Context: an optimization exercise on an open-source flow, tuned for small area. The choices shown serve that exercise and are no tape-out recipe. Only simulation tests tie the RTL to the original design; equivalence was not proved. The flow treats the clock pin as an ideal source, which a real chip does not have. No activity file was given, so power comes from the tool's default toggle rates.

==> exp/indigo: inputs <==
Design snes_host_top, start of the top module:
module snes_host_top
(
  input  logic           clk_74a,
  input  logic           pll_core_locked,
  input  logic [64:0]    bridge_in,
  input  logic [15:0]    cont1_key,
  input  logic [31:0]    cont1_joy,
  input  logic [27:0]    video_in,
  output logic [16:0]    cart_info,
  output logic [14:0]    core_settings,
  output logic           core_reset,
  output logic [31:0]    pad_state,
  output logic [26:0]    video_out
);
  snes_host_pkg::video_settings_t video_settings;
  logic [7:0]      deadzone;
  snes_host_pkg::bridge_wr_t      bridge_s;
  snes_host_pkg::video_in_t       video_in_s;
  snes_host_pkg::cart_info_t      cart_info_s;
  snes_host_pkg::core_settings_t  core_settings_s;
  snes_host_pkg::pad_state_t      pad_state_s;
  snes_host_pkg::video_out_t      video_out_s;
  assign bridge_s      = bridge_in;
  assign video_in_s    = video_in;
  assign cart_info     = cart_info_s;
  assign core_settings = core_settings_s;
  assign pad_state     = pad_state_s;
  assign video_out     = video_out_s;
  bridge_settings u_bridge_settings (
    .clk_74a        (clk_74a),
    .pll_core_locked(pll_core_locked),
    .bridge_in      (bridge_s),
    .cart_info      (cart_info_s),
    .core_settings  (core_settings_s),
    .video_settings (video_settings),
    .deadzone       (deadzone),
  ...
export LEC_CHECK = 0
export CAP_MARGIN = 20
export CORE_MARGIN = 2
export CORE_UTILIZATION = 40
export SLEW_MARGIN = 20
export SYNTH_HIERARCHICAL = 1
create_clock -name core_clock -period 13.5 [get_ports {clk_74a}]
standard.sh (not shown) runs the stock make flow with config.mk's settings and CLKGATE_MAP_FILE= SYNTH_SCRIPT=/design/flow/synth_recipe.tcl, a recipe that flattens the netlist after the stock synthesis.
==> flow/flow/run.sh <==
#!/bin/bash
# Layout: the standard ORFS flow (standard.sh), with three changes to
# how the layout is built:
#  - the port buffers are the smallest buffer cell (buf_1) instead of the
#    flow's default pick;
#  - the clock tree is built from clkbuf_2/clkbuf_4 with no dummy loads;
#  - after floorplan every cell is set to the smallest drive strength of
#    its kind (flow/downsize.tcl); the later repair steps size up where
#    slew, capacitance or timing need it.
# make's full output goes to orfs_make.log here; each ORFS step keeps its
# own log under orfs/logs/.
set -euo pipefail
here=$(pwd)
export BUFFER_PORTS_ARGS="-buffer_cell sky130_fd_sc_hd__buf_1"
export CTS_ARGS="-sink_clustering_enable -repair_clock_nets -dont_use_dummy_load -buf_list {sky130_fd_sc_hd__clkbuf_4 sky130_fd_sc_hd__clkbuf_8} -root_buf sky130_fd_sc_hd__clkbuf_8"
export POST_FLOORPLAN_TCL="$here/flow/downsize.tcl"
bash standard.sh > orfs_make.log 2>&1
==> flow/flow/downsize.tcl <==
# Area recovery after floorplan: give every cell the smallest-area drive
# strength of its own kind (same function and pins). The repair steps that
# follow (repair_design at placement, repair_timing at CTS and global
# route) size up again wherever slew, capacitance or timing need it.
set db [ord::get_db]
set block [ord::get_db_block]
set swapped 0
set saved 0.0
foreach inst [$block getInsts] {
  set master [$inst getMaster]
  set name [$master getName]
  if {![regexp {^(sky130_fd_sc_hd__[a-z0-9]+)_([0-9]+)$} $name -> base drive]} {
    continue
  }
  set cur_area [expr {[$master getWidth] * [$master getHeight]}]
  set best $name
  set best_area $cur_area
  foreach d {0 1 2 3 4 6 8 12 16} {
    set m [$db findMaster ${base}_$d]
    if {$m eq "NULL" || $m eq ""} { continue }
    set a [expr {[$m getWidth] * [$m getHeight]}]
    if {$a < $best_area} {
      set best ${base}_$d
      set best_area $a
    }
  }
  if {$best ne $name} {
    replace_cell [$inst getName] $best
    incr swapped
    set saved [expr {$saved + ($cur_area - $best_area) / 1e6}]
  }
}
puts "downsize: $swapped cells swapped to a smaller drive, [format %.1f $saved] um2 saved"
==> inputs of exp/quartz, as changes to exp/indigo <==
==> flow/flow/run.sh (replaced) <==
#!/bin/bash
# Layout: the standard ORFS flow (standard.sh), with three changes to
# how the layout is built:
#  - the port buffers are the smallest buffer cell (buf_1) instead of the
#    flow's default pick;
#  - the clock tree is built from clkbuf_4/clkbuf_8 with no dummy loads,
#    and after CTS a clock buffer with few sinks is set to clkbuf_4
#    (flow/clkresize.tcl);
#  - after floorplan every cell is set to the smallest drive strength of
#    its kind (flow/downsize.tcl); the later repair steps size up where
#    slew, capacitance or timing need it.
# make's full output goes to orfs_make.log here; each ORFS step keeps its
# own log under orfs/logs/.
set -euo pipefail
here=$(pwd)
export BUFFER_PORTS_ARGS="-buffer_cell sky130_fd_sc_hd__buf_1"
export CTS_ARGS="-sink_clustering_enable -repair_clock_nets -dont_use_dummy_load -buf_list {sky130_fd_sc_hd__clkbuf_4 sky130_fd_sc_hd__clkbuf_8} -root_buf sky130_fd_sc_hd__clkbuf_8"
export POST_FLOORPLAN_TCL="$here/flow/downsize.tcl"
export POST_CTS_TCL="$here/flow/clkresize.tcl"
bash standard.sh > orfs_make.log 2>&1
==> flow/flow/clkresize.tcl (new file) <==
# Clock tree area: CTS builds the tree from clkbuf_8; a clock buffer that
# drives only a few sinks gets the smaller clkbuf_4 instead (same place,
# a smaller footprint, so placement stays legal).
set db [ord::get_db]
set block [ord::get_db_block]
set max_fanout 9
set swapped 0
foreach inst [$block getInsts] {
  if {[[$inst getMaster] getName] ne "sky130_fd_sc_hd__clkbuf_8"} { continue }
  set fanout -1
  foreach it [$inst getITerms] {
    if {[$it isOutputSignal]} {
      set net [$it getNet]
      if {$net ne "NULL" && $net ne ""} {
        set fanout [expr {[llength [$net getITerms]] - 1}]
      }
    }
  }
  if {$fanout >= 1 && $fanout <= $max_fanout} {
    replace_cell [$inst getName] sky130_fd_sc_hd__clkbuf_4
    incr swapped
  }
}
puts "clkresize: $swapped clock buffers set to clkbuf_4"
==> inputs of exp/delta, as changes to exp/indigo <==
--- a/flow/design.v
+++ b/flow/design.v
@@ -191,28 +191,28 @@
   logic dz_c22;
   logic dz_c24;
   logic dz_s25;
   logic dz_c26;
   logic dz_c28;
   logic dz_c30;
-  fa_cell u_dz_s1 (.a(fx[0]), .b(fy[0]), .ci((~joy_x[7])), .s(dz_s1), .co(dz_c2));
-  assign dz_c4 = ((~joy_y[7]) & (~deadzone[0])) | (dz_s1 & ((~joy_y[7]) | (~deadzone[0])));
-  fa_cell u_dz_s5 (.a(fx[1]), .b(fy[1]), .ci((~deadzone[1])), .s(dz_s5), .co(dz_c6));
+  fa_cell u_dz_s1 (.a((~fx[0])), .b((~fy[0])), .ci(joy_x[7]), .s(dz_s1), .co(dz_c2));
+  assign dz_c4 = (joy_y[7] & deadzone[0]) | (dz_s1 & (joy_y[7] | deadzone[0]));
+  fa_cell u_dz_s5 (.a((~fx[1])), .b((~fy[1])), .ci(deadzone[1]), .s(dz_s5), .co(dz_c6));
   assign dz_c8 = (dz_c2 & dz_s5) | (dz_c4 & (dz_c2 | dz_s5));
-  fa_cell u_dz_s9 (.a(fx[2]), .b(fy[2]), .ci((~deadzone[2])), .s(dz_s9), .co(dz_c10));
+  fa_cell u_dz_s9 (.a((~fx[2])), .b((~fy[2])), .ci(deadzone[2]), .s(dz_s9), .co(dz_c10));
   assign dz_c12 = (dz_c6 & dz_s9) | (dz_c8 & (dz_c6 | dz_s9));
-  fa_cell u_dz_s13 (.a(fx[3]), .b(fy[3]), .ci((~deadzone[3])), .s(dz_s13), .co(dz_c14));
+  fa_cell u_dz_s13 (.a((~fx[3])), .b((~fy[3])), .ci(deadzone[3]), .s(dz_s13), .co(dz_c14));
   assign dz_c16 = (dz_c10 & dz_s13) | (dz_c12 & (dz_c10 | dz_s13));
-  fa_cell u_dz_s17 (.a(fx[4]), .b(fy[4]), .ci((~deadzone[4])), .s(dz_s17), .co(dz_c18));
+  fa_cell u_dz_s17 (.a((~fx[4])), .b((~fy[4])), .ci(deadzone[4]), .s(dz_s17), .co(dz_c18));
   assign dz_c20 = (dz_c14 & dz_s17) | (dz_c16 & (dz_c14 | dz_s17));
-  fa_cell u_dz_s21 (.a(fx[5]), .b(fy[5]), .ci((~deadzone[5])), .s(dz_s21), .co(dz_c22));
+  fa_cell u_dz_s21 (.a((~fx[5])), .b((~fy[5])), .ci(deadzone[5]), .s(dz_s21), .co(dz_c22));
   assign dz_c24 = (dz_c18 & dz_s21) | (dz_c20 & (dz_c18 | dz_s21));
-  fa_cell u_dz_s25 (.a(fx[6]), .b(fy[6]), .ci((~deadzone[6])), .s(dz_s25), .co(dz_c26));
+  fa_cell u_dz_s25 (.a((~fx[6])), .b((~fy[6])), .ci(deadzone[6]), .s(dz_s25), .co(dz_c26));
   assign dz_c28 = (dz_c22 & dz_s25) | (dz_c24 & (dz_c22 | dz_s25));
-  assign dz_c30 = ((~deadzone[7]) & dz_c26) | (dz_c28 & ((~deadzone[7]) | dz_c26));
-  assign outside = dz_c30;
+  assign dz_c30 = (deadzone[7] & dz_c26) | (dz_c28 & (deadzone[7] | dz_c26));
+  assign outside = ~dz_c30;
   always_ff @(posedge clk_74a or negedge pll_core_locked) begin
     if (!pll_core_locked) begin
       pad_state.keys    <= '0;
       pad_state.stick_x <= 8'(stick_center);
       pad_state.stick_y <= 8'(stick_center);
     end else begin
@@ -691,18 +691,22 @@
       vs_q <= video_in.vs;
       if (video_in.vs && !vs_q) begin
         tall_latched <= video_in.tall_frame;
       end
     end
   end
+  logic        word_hold;
+  logic        word_ctrl;
+  logic [23:0] ctrl_word;
+  assign word_hold = ~video_in.de & ~de_q;
+  assign word_ctrl = ~video_in.de & de_q;
+  assign ctrl_word = {9'd0, ~tall_latched, video_settings.square_pixels, 13'd0};
   always_ff @(posedge clk_74a) begin
-    if (video_in.de) begin
-      word_q <= {out_r, out_g, out_b};
-    end else if (de_q) begin
-      word_q <= {9'd0, ~tall_latched, video_settings.square_pixels, 13'd0};
-    end
+    word_q <= ({24{video_in.de}} & {out_r, out_g, out_b}) |
+              ({24{word_ctrl}} & ctrl_word) |
+              ({24{word_hold}} & word_q);
   end
   assign video_out = {vs_q, hs_q, de_q, word_q};
 endmodule
 module fa_cell
 (
   input  logic a,
==> flow/flow/run.sh (replaced) <==
#!/bin/bash
# Layout: the standard ORFS flow (standard.sh), with three changes to
# how the layout is built:
#  - the port buffers are the smallest buffer cell (buf_1) instead of the
#    flow's default pick;
#  - the clock tree is built from clkbuf_4/clkbuf_8 with no dummy loads,
#    and after CTS a clock buffer with few sinks is set to clkbuf_4
#    (flow/clkresize.tcl);
#  - after floorplan every cell is set to the smallest drive strength of
#    its kind (flow/downsize.tcl); the later repair steps size up where
#    slew, capacitance or timing need it.
# make's full output goes to orfs_make.log here; each ORFS step keeps its
# own log under orfs/logs/.
set -euo pipefail
here=$(pwd)
export BUFFER_PORTS_ARGS="-buffer_cell sky130_fd_sc_hd__buf_1"
export CTS_ARGS="-sink_clustering_enable -repair_clock_nets -dont_use_dummy_load -buf_list {sky130_fd_sc_hd__clkbuf_4 sky130_fd_sc_hd__clkbuf_8} -root_buf sky130_fd_sc_hd__clkbuf_8"
export POST_FLOORPLAN_TCL="$here/flow/downsize.tcl"
export POST_CTS_TCL="$here/flow/clkresize.tcl"
bash standard.sh > orfs_make.log 2>&1
==> flow/flow/clkresize.tcl (new file) <==
# Clock tree area: CTS builds the tree from clkbuf_8; a clock buffer that
# drives only a few sinks gets the smaller clkbuf_4 instead (same place,
# a smaller footprint, so placement stays legal).
set db [ord::get_db]
set block [ord::get_db_block]
set max_fanout 9
set swapped 0
foreach inst [$block getInsts] {
  if {[[$inst getMaster] getName] ne "sky130_fd_sc_hd__clkbuf_8"} { continue }
  set fanout -1
  foreach it [$inst getITerms] {
    if {[$it isOutputSignal]} {
      set net [$it getNet]
      if {$net ne "NULL" && $net ne ""} {
        set fanout [expr {[llength [$net getITerms]] - 1}]
      }
    }
  }
  if {$fanout >= 1 && $fanout <= $max_fanout} {
    replace_cell [$inst getName] sky130_fd_sc_hd__clkbuf_4
    incr swapped
  }
}
puts "clkresize: $swapped clock buffers set to clkbuf_4"
==> inputs of exp/tundra, as changes to exp/indigo <==
--- a/flow/design.v
+++ b/flow/design.v
@@ -134,24 +134,21 @@
       if (hi8 && lo1) core_settings.blend <= bridge_in.data[0];          
       if (hi8 && lo2) video_settings.color_correction <= bridge_in.data[7:0];  
     end
   end
   logic       pulse_on;
   logic [4:0] pulse_cnt;
+  logic       pulse_run;
+  assign pulse_run = pulse_on && !reset_hit;
   always_ff @(posedge clk_74a or negedge pll_core_locked) begin
     if (!pll_core_locked) begin
       pulse_on  <= 1'b0;
       pulse_cnt <= '0;
-    end else if (reset_hit) begin
-      pulse_on  <= 1'b1;
-      pulse_cnt <= '0;
-    end else if (pulse_on) begin
-      pulse_cnt <= pulse_cnt + 1'b1;
-      if (pulse_cnt == 5'd31) begin
-        pulse_on <= 1'b0;
-      end
+    end else begin
+      pulse_on  <= reset_hit || (pulse_on && (pulse_cnt != 5'd31));
+      pulse_cnt <= (pulse_cnt + 1'b1) & {5{pulse_run}};
     end
   end
   assign core_reset = pulse_on;
 endmodule
 import snes_host_pkg::*;
 module stick_deadzone
@@ -191,28 +188,28 @@
   logic dz_c22;
   logic dz_c24;
   logic dz_s25;
   logic dz_c26;
   logic dz_c28;
   logic dz_c30;
-  fa_cell u_dz_s1 (.a(fx[0]), .b(fy[0]), .ci((~joy_x[7])), .s(dz_s1), .co(dz_c2));
-  assign dz_c4 = ((~joy_y[7]) & (~deadzone[0])) | (dz_s1 & ((~joy_y[7]) | (~deadzone[0])));
-  fa_cell u_dz_s5 (.a(fx[1]), .b(fy[1]), .ci((~deadzone[1])), .s(dz_s5), .co(dz_c6));
+  fa_cell u_dz_s1 (.a((~fx[0])), .b((~fy[0])), .ci(joy_x[7]), .s(dz_s1), .co(dz_c2));
+  assign dz_c4 = (joy_y[7] & deadzone[0]) | (dz_s1 & (joy_y[7] | deadzone[0]));
+  fa_cell u_dz_s5 (.a((~fx[1])), .b((~fy[1])), .ci(deadzone[1]), .s(dz_s5), .co(dz_c6));
   assign dz_c8 = (dz_c2 & dz_s5) | (dz_c4 & (dz_c2 | dz_s5));
-  fa_cell u_dz_s9 (.a(fx[2]), .b(fy[2]), .ci((~deadzone[2])), .s(dz_s9), .co(dz_c10));
+  fa_cell u_dz_s9 (.a((~fx[2])), .b((~fy[2])), .ci(deadzone[2]), .s(dz_s9), .co(dz_c10));
   assign dz_c12 = (dz_c6 & dz_s9) | (dz_c8 & (dz_c6 | dz_s9));
-  fa_cell u_dz_s13 (.a(fx[3]), .b(fy[3]), .ci((~deadzone[3])), .s(dz_s13), .co(dz_c14));
+  fa_cell u_dz_s13 (.a((~fx[3])), .b((~fy[3])), .ci(deadzone[3]), .s(dz_s13), .co(dz_c14));
   assign dz_c16 = (dz_c10 & dz_s13) | (dz_c12 & (dz_c10 | dz_s13));
-  fa_cell u_dz_s17 (.a(fx[4]), .b(fy[4]), .ci((~deadzone[4])), .s(dz_s17), .co(dz_c18));
+  fa_cell u_dz_s17 (.a((~fx[4])), .b((~fy[4])), .ci(deadzone[4]), .s(dz_s17), .co(dz_c18));
   assign dz_c20 = (dz_c14 & dz_s17) | (dz_c16 & (dz_c14 | dz_s17));
-  fa_cell u_dz_s21 (.a(fx[5]), .b(fy[5]), .ci((~deadzone[5])), .s(dz_s21), .co(dz_c22));
+  fa_cell u_dz_s21 (.a((~fx[5])), .b((~fy[5])), .ci(deadzone[5]), .s(dz_s21), .co(dz_c22));
   assign dz_c24 = (dz_c18 & dz_s21) | (dz_c20 & (dz_c18 | dz_s21));
-  fa_cell u_dz_s25 (.a(fx[6]), .b(fy[6]), .ci((~deadzone[6])), .s(dz_s25), .co(dz_c26));
+  fa_cell u_dz_s25 (.a((~fx[6])), .b((~fy[6])), .ci(deadzone[6]), .s(dz_s25), .co(dz_c26));
   assign dz_c28 = (dz_c22 & dz_s25) | (dz_c24 & (dz_c22 | dz_s25));
-  assign dz_c30 = ((~deadzone[7]) & dz_c26) | (dz_c28 & ((~deadzone[7]) | dz_c26));
-  assign outside = dz_c30;
+  assign dz_c30 = (deadzone[7] & dz_c26) | (dz_c28 & (deadzone[7] | dz_c26));
+  assign outside = ~dz_c30;
   always_ff @(posedge clk_74a or negedge pll_core_locked) begin
     if (!pll_core_locked) begin
       pad_state.keys    <= '0;
       pad_state.stick_x <= 8'(stick_center);
       pad_state.stick_y <= 8'(stick_center);
     end else begin
@@ -273,25 +270,12 @@
   logic ar_m21;
   logic ar_m22;
   logic ar_m23;
   logic ar_m24;
   logic ar_m25;
   logic ar_m26;
-  logic ar_s108;
-  logic ar_c109;
-  logic ar_s116;
-  logic ar_c117;
-  logic ar_s128;
-  logic ar_c129;
-  logic ar_s132;
-  logic ar_c133;
-  logic ar_s136;
-  logic ar_c137;
-  logic ar_s138;
-  logic ar_c176;
-  logic ar_c186;
   logic ar_s211;
   logic ar_s226;
   logic ar_s233;
   logic ar_s246;
   logic ar_s249;
   logic ar_s1;
@@ -352,43 +336,56 @@
   logic ar_s102;
   logic ar_c103;
   logic ar_s104;
   logic ar_c105;
   logic ar_s106;
   logic ar_c107;
+  logic ar_s108;
+  logic ar_c109;
   logic ar_s110;
   logic ar_c111;
   logic ar_s112;
   logic ar_c113;
   logic ar_s114;
   logic ar_c115;
+  logic ar_s116;
+  logic ar_c117;
   logic ar_s118;
   logic ar_c119;
   logic ar_s120;
   logic ar_c121;
   logic ar_s122;
   logic ar_c123;
   logic ar_s124;
   logic ar_c125;
   logic ar_s126;
   logic ar_c127;
+  logic ar_s128;
+  logic ar_c129;
   logic ar_s130;
   logic ar_c131;
+  logic ar_s132;
+  logic ar_c133;
   logic ar_s134;
   logic ar_c135;
+  logic ar_s136;
+  logic ar_c137;
+  logic ar_s138;
   logic ar_c170;
   logic ar_c172;
   logic ar_s173;
   logic ar_c174;
+  logic ar_c176;
   logic ar_s177;
   logic ar_c178;
   logic ar_c180;
   logic ar_s181;
   logic ar_c182;
   logic ar_s183;
   logic ar_c184;
+  logic ar_c186;
   logic ar_s187;
   logic ar_c188;
   logic ar_s189;
   logic ar_c190;
   logic ar_c192;
   logic ar_s193;
@@ -449,25 +446,12 @@
   assign ar_m21 = ar_s7;
   assign ar_m22 = ar_s9;
   assign ar_m23 = ar_s11;
   assign ar_m24 = ar_s13;
   assign ar_m25 = ar_s15;
   assign ar_m26 = ar_c16;
-  assign ar_s108 = ~(ar_c101 ^ ar_s106);
-  assign ar_c109 = ar_c101 | ar_s106;
-  assign ar_s116 = ~(ar_c109 ^ ar_s114);
-  assign ar_c117 = ar_c109 | ar_s114;
-  assign ar_s128 = ~(ar_s126 ^ ar_c123);
-  assign ar_c129 = ar_s126 | ar_c123;
-  assign ar_s132 = ~(ar_s130 ^ ar_c129);
-  assign ar_c133 = ar_s130 | ar_c129;
-  assign ar_s136 = ~(cr[6] ^ ar_c135);
-  assign ar_c137 = cr[6] | ar_c135;
-  assign ar_s138 = ~(cr[7] ^ ar_c137);
-  assign ar_c176 = ar_s173 | ar_c172;
-  assign ar_c186 = ar_s183 | ar_c180;
   assign ar_s211 = ~ar_s209;
   assign ar_s226 = ~ar_s224;
   assign ar_s233 = ~ar_s231;
   assign ar_s246 = ~ar_s244;
   assign ar_s249 = ~ar_s247;
   ha_cell u_ar_s1 (.a(k[0]), .b(k[1]), .s(ar_s1), .co(ar_c2));
@@ -500,29 +484,42 @@
   fa_cell u_ar_s96 (.a(ar_pp42), .b(ar_c87), .ci(ar_s94), .s(ar_s96), .co(ar_c97));
   fa_cell u_ar_s98 (.a(ar_c89), .b(ar_s96), .ci(ar_c91), .s(ar_s98), .co(ar_c99));
   assign ar_c101 = ar_c93 & ar_s98;
   fa_cell u_ar_s102 (.a(cr[0]), .b(ar_pp51), .ci(ar_pp35), .s(ar_s102), .co(ar_c103));
   fa_cell u_ar_s104 (.a(ar_pp43), .b(ar_c95), .ci(ar_s102), .s(ar_s104), .co(ar_c105));
   fa_cell u_ar_s106 (.a(ar_c97), .b(ar_s104), .ci(ar_c99), .s(ar_s106), .co(ar_c107));
+  xnor_cell u_ar_s108 (.a(ar_c101), .b(ar_s106), .y(ar_s108));
+  assign ar_c109 = ar_c101 | ar_s106;
   fa_cell u_ar_s110 (.a(cr[1]), .b(ar_pp52), .ci(ar_pp36), .s(ar_s110), .co(ar_c111));
   fa_cell u_ar_s112 (.a(ar_pp44), .b(ar_c103), .ci(ar_s110), .s(ar_s112), .co(ar_c113));
   fa_cell u_ar_s114 (.a(ar_c105), .b(ar_s112), .ci(ar_c107), .s(ar_s114), .co(ar_c115));
+  xnor_cell u_ar_s116 (.a(ar_c109), .b(ar_s114), .y(ar_s116));
+  assign ar_c117 = ar_c109 | ar_s114;
   fa_cell u_ar_s118 (.a(cr[2]), .b(ar_pp53), .ci(ar_pp45), .s(ar_s118), .co(ar_c119));
   fa_cell u_ar_s120 (.a(ar_c111), .b(ar_s118), .ci(ar_c113), .s(ar_s120), .co(ar_c121));
   fa_cell u_ar_s122 (.a(ar_s120), .b(ar_c115), .ci(ar_c117), .s(ar_s122), .co(ar_c123));
   fa_cell u_ar_s124 (.a(cr[3]), .b(ar_pp54), .ci(ar_pp46), .s(ar_s124), .co(ar_c125));
   fa_cell u_ar_s126 (.a(ar_c119), .b(ar_s124), .ci(ar_c121), .s(ar_s126), .co(ar_c127));
+  xnor_cell u_ar_s128 (.a(ar_s126), .b(ar_c123), .y(ar_s128));
+  assign ar_c129 = ar_s126 | ar_c123;
   fa_cell u_ar_s130 (.a(cr[4]), .b(ar_c125), .ci(ar_c127), .s(ar_s130), .co(ar_c131));
+  xnor_cell u_ar_s132 (.a(ar_s130), .b(ar_c129), .y(ar_s132));
+  assign ar_c133 = ar_s130 | ar_c129;
   fa_cell u_ar_s134 (.a(cr[5]), .b(ar_c131), .ci(ar_c133), .s(ar_s134), .co(ar_c135));
+  xnor_cell u_ar_s136 (.a(cr[6]), .b(ar_c135), .y(ar_s136));
+  assign ar_c137 = cr[6] | ar_c135;
+  assign ar_s138 = ~(cr[7] ^ ar_c137);
   assign ar_c170 = cb[0] & ar_pp140;
   assign ar_c172 = (cb[1] & ar_pp141) | (ar_c170 & (cb[1] | ar_pp141));
   fa_cell u_ar_s173 (.a(cb[2]), .b(ar_pp142), .ci(ar_pp150), .s(ar_s173), .co(ar_c174));
+  assign ar_c176 = ar_s173 | ar_c172;
   fa_cell u_ar_s177 (.a(cb[3]), .b(ar_pp143), .ci(ar_pp151), .s(ar_s177), .co(ar_c178));
   assign ar_c180 = (ar_c174 & ar_s177) | (ar_c176 & (ar_c174 | ar_s177));
   fa_cell u_ar_s181 (.a(cb[4]), .b(ar_pp144), .ci(ar_pp152), .s(ar_s181), .co(ar_c182));
   fa_cell u_ar_s183 (.a(ar_pp160), .b(ar_c178), .ci(ar_s181), .s(ar_s183), .co(ar_c184));
+  assign ar_c186 = ar_s183 | ar_c180;
   fa_cell u_ar_s187 (.a(cb[5]), .b(ar_pp145), .ci(ar_pp153), .s(ar_s187), .co(ar_c188));
   fa_cell u_ar_s189 (.a(ar_pp161), .b(ar_c182), .ci(ar_s187), .s(ar_s189), .co(ar_c190));
   assign ar_c192 = (ar_c184 & ar_s189) | (ar_c186 & (ar_c184 | ar_s189));
   fa_cell u_ar_s193 (.a(cb[6]), .b(ar_pp146), .ci(ar_pp154), .s(ar_s193), .co(ar_c194));
   fa_cell u_ar_s195 (.a(ar_pp162), .b(ar_c188), .ci(ar_s193), .s(ar_s195), .co(ar_c196));
   assign ar_c198 = (ar_c190 & ar_s195) | (ar_c192 & (ar_c190 | ar_s195));
@@ -691,18 +688,22 @@
       vs_q <= video_in.vs;
       if (video_in.vs && !vs_q) begin
         tall_latched <= video_in.tall_frame;
       end
     end
   end
+  logic        word_hold;
+  logic        word_ctrl;
+  logic [23:0] ctrl_word;
+  assign word_hold = ~video_in.de & ~de_q;
+  assign word_ctrl = ~video_in.de & de_q;
+  assign ctrl_word = {9'd0, ~tall_latched, video_settings.square_pixels, 13'd0};
   always_ff @(posedge clk_74a) begin
-    if (video_in.de) begin
-      word_q <= {out_r, out_g, out_b};
-    end else if (de_q) begin
-      word_q <= {9'd0, ~tall_latched, video_settings.square_pixels, 13'd0};
-    end
+    word_q <= ({24{video_in.de}} & {out_r, out_g, out_b}) |
+              ({24{word_ctrl}} & ctrl_word) |
+              ({24{word_hold}} & word_q);
   end
   assign video_out = {vs_q, hs_q, de_q, word_q};
 endmodule
 module fa_cell
 (
   input  logic a,
@@ -711,12 +712,20 @@
   output logic s,
   output logic co
 );
   assign s  = a ^ b ^ ci;
   assign co = (a & b) | (ci & (a ^ b));
 endmodule
+module xnor_cell
+(
+  input  logic a,
+  input  logic b,
+  output logic y
+);
+  assign y = ~(a ^ b);
+endmodule
 module ha_cell
 (
   input  logic a,
   input  logic b,
   output logic s,
   output logic co
==> flow/flow/run.sh (replaced) <==
#!/bin/bash
# Layout: the standard ORFS flow (standard.sh), with three changes to
# how the layout is built:
#  - the port buffers are the smallest buffer cell (buf_1) instead of the
#    flow's default pick;
#  - the clock tree is built from clkbuf_4/clkbuf_8 with no dummy loads,
#    and after CTS a clock buffer with few sinks is set to clkbuf_4
#    (flow/clkresize.tcl);
#  - after floorplan every cell is set to the smallest drive strength of
#    its kind (flow/downsize.tcl); the later repair steps size up where
#    slew, capacitance or timing need it.
# make's full output goes to orfs_make.log here; each ORFS step keeps its
# own log under orfs/logs/.
set -euo pipefail
here=$(pwd)
export BUFFER_PORTS_ARGS="-buffer_cell sky130_fd_sc_hd__buf_1"
export CTS_ARGS="-sink_clustering_enable -repair_clock_nets -dont_use_dummy_load -buf_list {sky130_fd_sc_hd__clkbuf_4 sky130_fd_sc_hd__clkbuf_8} -root_buf sky130_fd_sc_hd__clkbuf_8"
export POST_FLOORPLAN_TCL="$here/flow/downsize.tcl"
export POST_CTS_TCL="$here/flow/clkresize.tcl"
bash standard.sh > orfs_make.log 2>&1
==> flow/flow/clkresize.tcl (new file) <==
# Clock tree area: CTS builds the tree from clkbuf_8; a clock buffer that
# drives only a few sinks gets the smaller clkbuf_4 instead (same place,
# a smaller footprint, so placement stays legal).
set db [ord::get_db]
set block [ord::get_db_block]
set max_fanout 9
set swapped 0
foreach inst [$block getInsts] {
  if {[[$inst getMaster] getName] ne "sky130_fd_sc_hd__clkbuf_8"} { continue }
  set fanout -1
  foreach it [$inst getITerms] {
    if {[$it isOutputSignal]} {
      set net [$it getNet]
      if {$net ne "NULL" && $net ne ""} {
        set fanout [expr {[llength [$net getITerms]] - 1}]
      }
    }
  }
  if {$fanout >= 1 && $fanout <= $max_fanout} {
    replace_cell [$inst getName] sky130_fd_sc_hd__clkbuf_4
    incr swapped
  }
}
puts "clkresize: $swapped clock buffers set to clkbuf_4"
==> run_results.csv <==
group,metric,value,unit
status,outcome,"complete, no violations",
finish,final_cell_mix,"buf_1, dfrtp_1, fa_1, nand2_1, mux2_2",
logic_synthesis,synth_compound_area_share,12.87,%
detailed_routing,drt_iter0_drc,524,
worst_setup_path,rr_endpoint,"u_video_color_out.word_q[4]$_SDFFCE_PN0P_",
floorplanning,core,19590,µm²
pwr,p_seq,0.000385,W
global_routing,use_met2,31.42,%
floorplanning,fp.dieArea,21280,µm²
finish,multiInputGateArea,4472,µm²
finish,multi_input_area_share,50.31,%
global_routing,grt_pass1_vias,6251,
finish,drive_gt1_share,9.790,%
cts,clk_pin_slew,0.07,ns
floorplanning,rows,51,
sta,holdWs,0.5091,ns
finish,ff_latch_area,3000,µm²
sta,slew_headroom,22.27,%
cts,clock_latency,0.42,ns
-- figures above: exp/quartz

==> run_results.csv <==
group,metric,value,unit
cts,clk_pin_slew,0.07,ns
global_routing,use_met2,29.48,%
status,outcome,"complete, no violations",
global_routing,grt_pass1_vias,6024,
finish,largest_reg_flops,32,
logic_synthesis,synth_top_area_cell,"dfrtp_1",
finish,final_cell_mix,"buf_1, dfrtp_1, fa_1, nand2_1, mux2_2",
detailed_routing,wl_met1,8.306,mm
sta,finalHoldViolCount,0,
worst_setup_path,rr_worst_depth,26,
detailed_routing,drt_iter0_drc,460,
sta,holdWs,0.4570,ns
finish,drive_gt1_share,9.343,%
global_routing,grtUsageMet3,6.070,%
sta,slew_headroom,32.60,%
worst_setup_path,rr_endpoint,"u_video_color_out.word_q[1]$_DFF_P_",
pwr,p_int,0.0004877,W
logic_synthesis,synth_compound_area_share,13.33,%
floorplanning,fp.dieArea,20400,µm²
finish,ff_latch_area,2760,µm²
cts,clock_latency,0.41,ns
-- figures above: exp/delta

==> run_results.csv <==
group,metric,value,unit
finish,multiInputGateArea,4452,µm²
global_routing,grt_pass1_vias,6126,
sta,slew_headroom,34.29,%
cts,clk_pin_slew,0.08,ns
pwr,p_seq,0.000373,W
sta,holdWs,0.4527,ns
finish,drive_gt1_share,9.122,%
worst_setup_path,rr_endpoint,"u_video_color_out.word_q[3]$_DFF_P_",
finish,multi_input_area_share,51.87,%
finish,ff_latch_area,2760,µm²
floorplanning,core,18830,µm²
floorplanning,fp.dieArea,20460,µm²
finish,final_cell_mix,"buf_1, dfrtp_1, fa_1, nand2_1, mux2_2",
cts,clock_latency,0.40,ns
status,outcome,"complete, no violations",
-- figures above: exp/tundra

==> run_results.csv <==
group,metric,value,unit
finish,multi_input_area_share,49.85,%
cts,clk_pin_slew,0.05,ns
finish,final_cell_mix,"buf_1, dfrtp_1, fa_1, nand2_1, mux2_2",
detailed_routing,drt_iter0_drc,539,
floorplanning,core,19590,µm²
finish,ff_latch_area,3000,µm²
logic_synthesis,synth_compound_area_share,12.87,%
finish,drive_gt1_share,9.790,%
status,outcome,"complete, no violations",
floorplanning,fp.dieArea,21280,µm²
worst_setup_path,rr_endpoint,"u_video_color_out.word_q[4]$_SDFFCE_PN0P_",
sta,holdWs,0.5044,ns
cts,clock_latency,0.45,ns
pwr,p_seq,0.000385,W
-- figures above: exp/indigo

==> afterwards: timing with drivers on the ports <==
No port has a modelled driver above. Below, the same layouts with a new extraction and two added sets of constraints.
Step 1: set_driving_cell puts a clkbuf_16 on clk_74a and a buf_2 on each other input, an assumption about the parent block.
Step 2, shift: input delay + t, output delay - t, t = (earliest + latest rising clock arrival at the registers) / 2. This alone moves slack from input paths to output paths.
Slacks: ideal / step 1 / step 2; pairs: ideal / step 1.
run	shift t [ns]	setup WS [ns]	clock arrival spread, ns
exp/indigo	0.466	2.495 / 2.503 / 2.037	0.041 / 0.040
exp/quartz	0.442	2.511 / 2.520 / 2.079	0.033 / 0.033
exp/delta	0.437	2.475 / 2.487 / 2.050	0.033 / 0.034
exp/tundra	0.418	2.320 / 2.328 / 1.909	0.031 / 0.031
After both steps every run listed still meets setup and hold. For exp/indigo, which loses most, drivers alone change the setup slack by +0.008 ns; drivers and shift together by -0.458 ns.
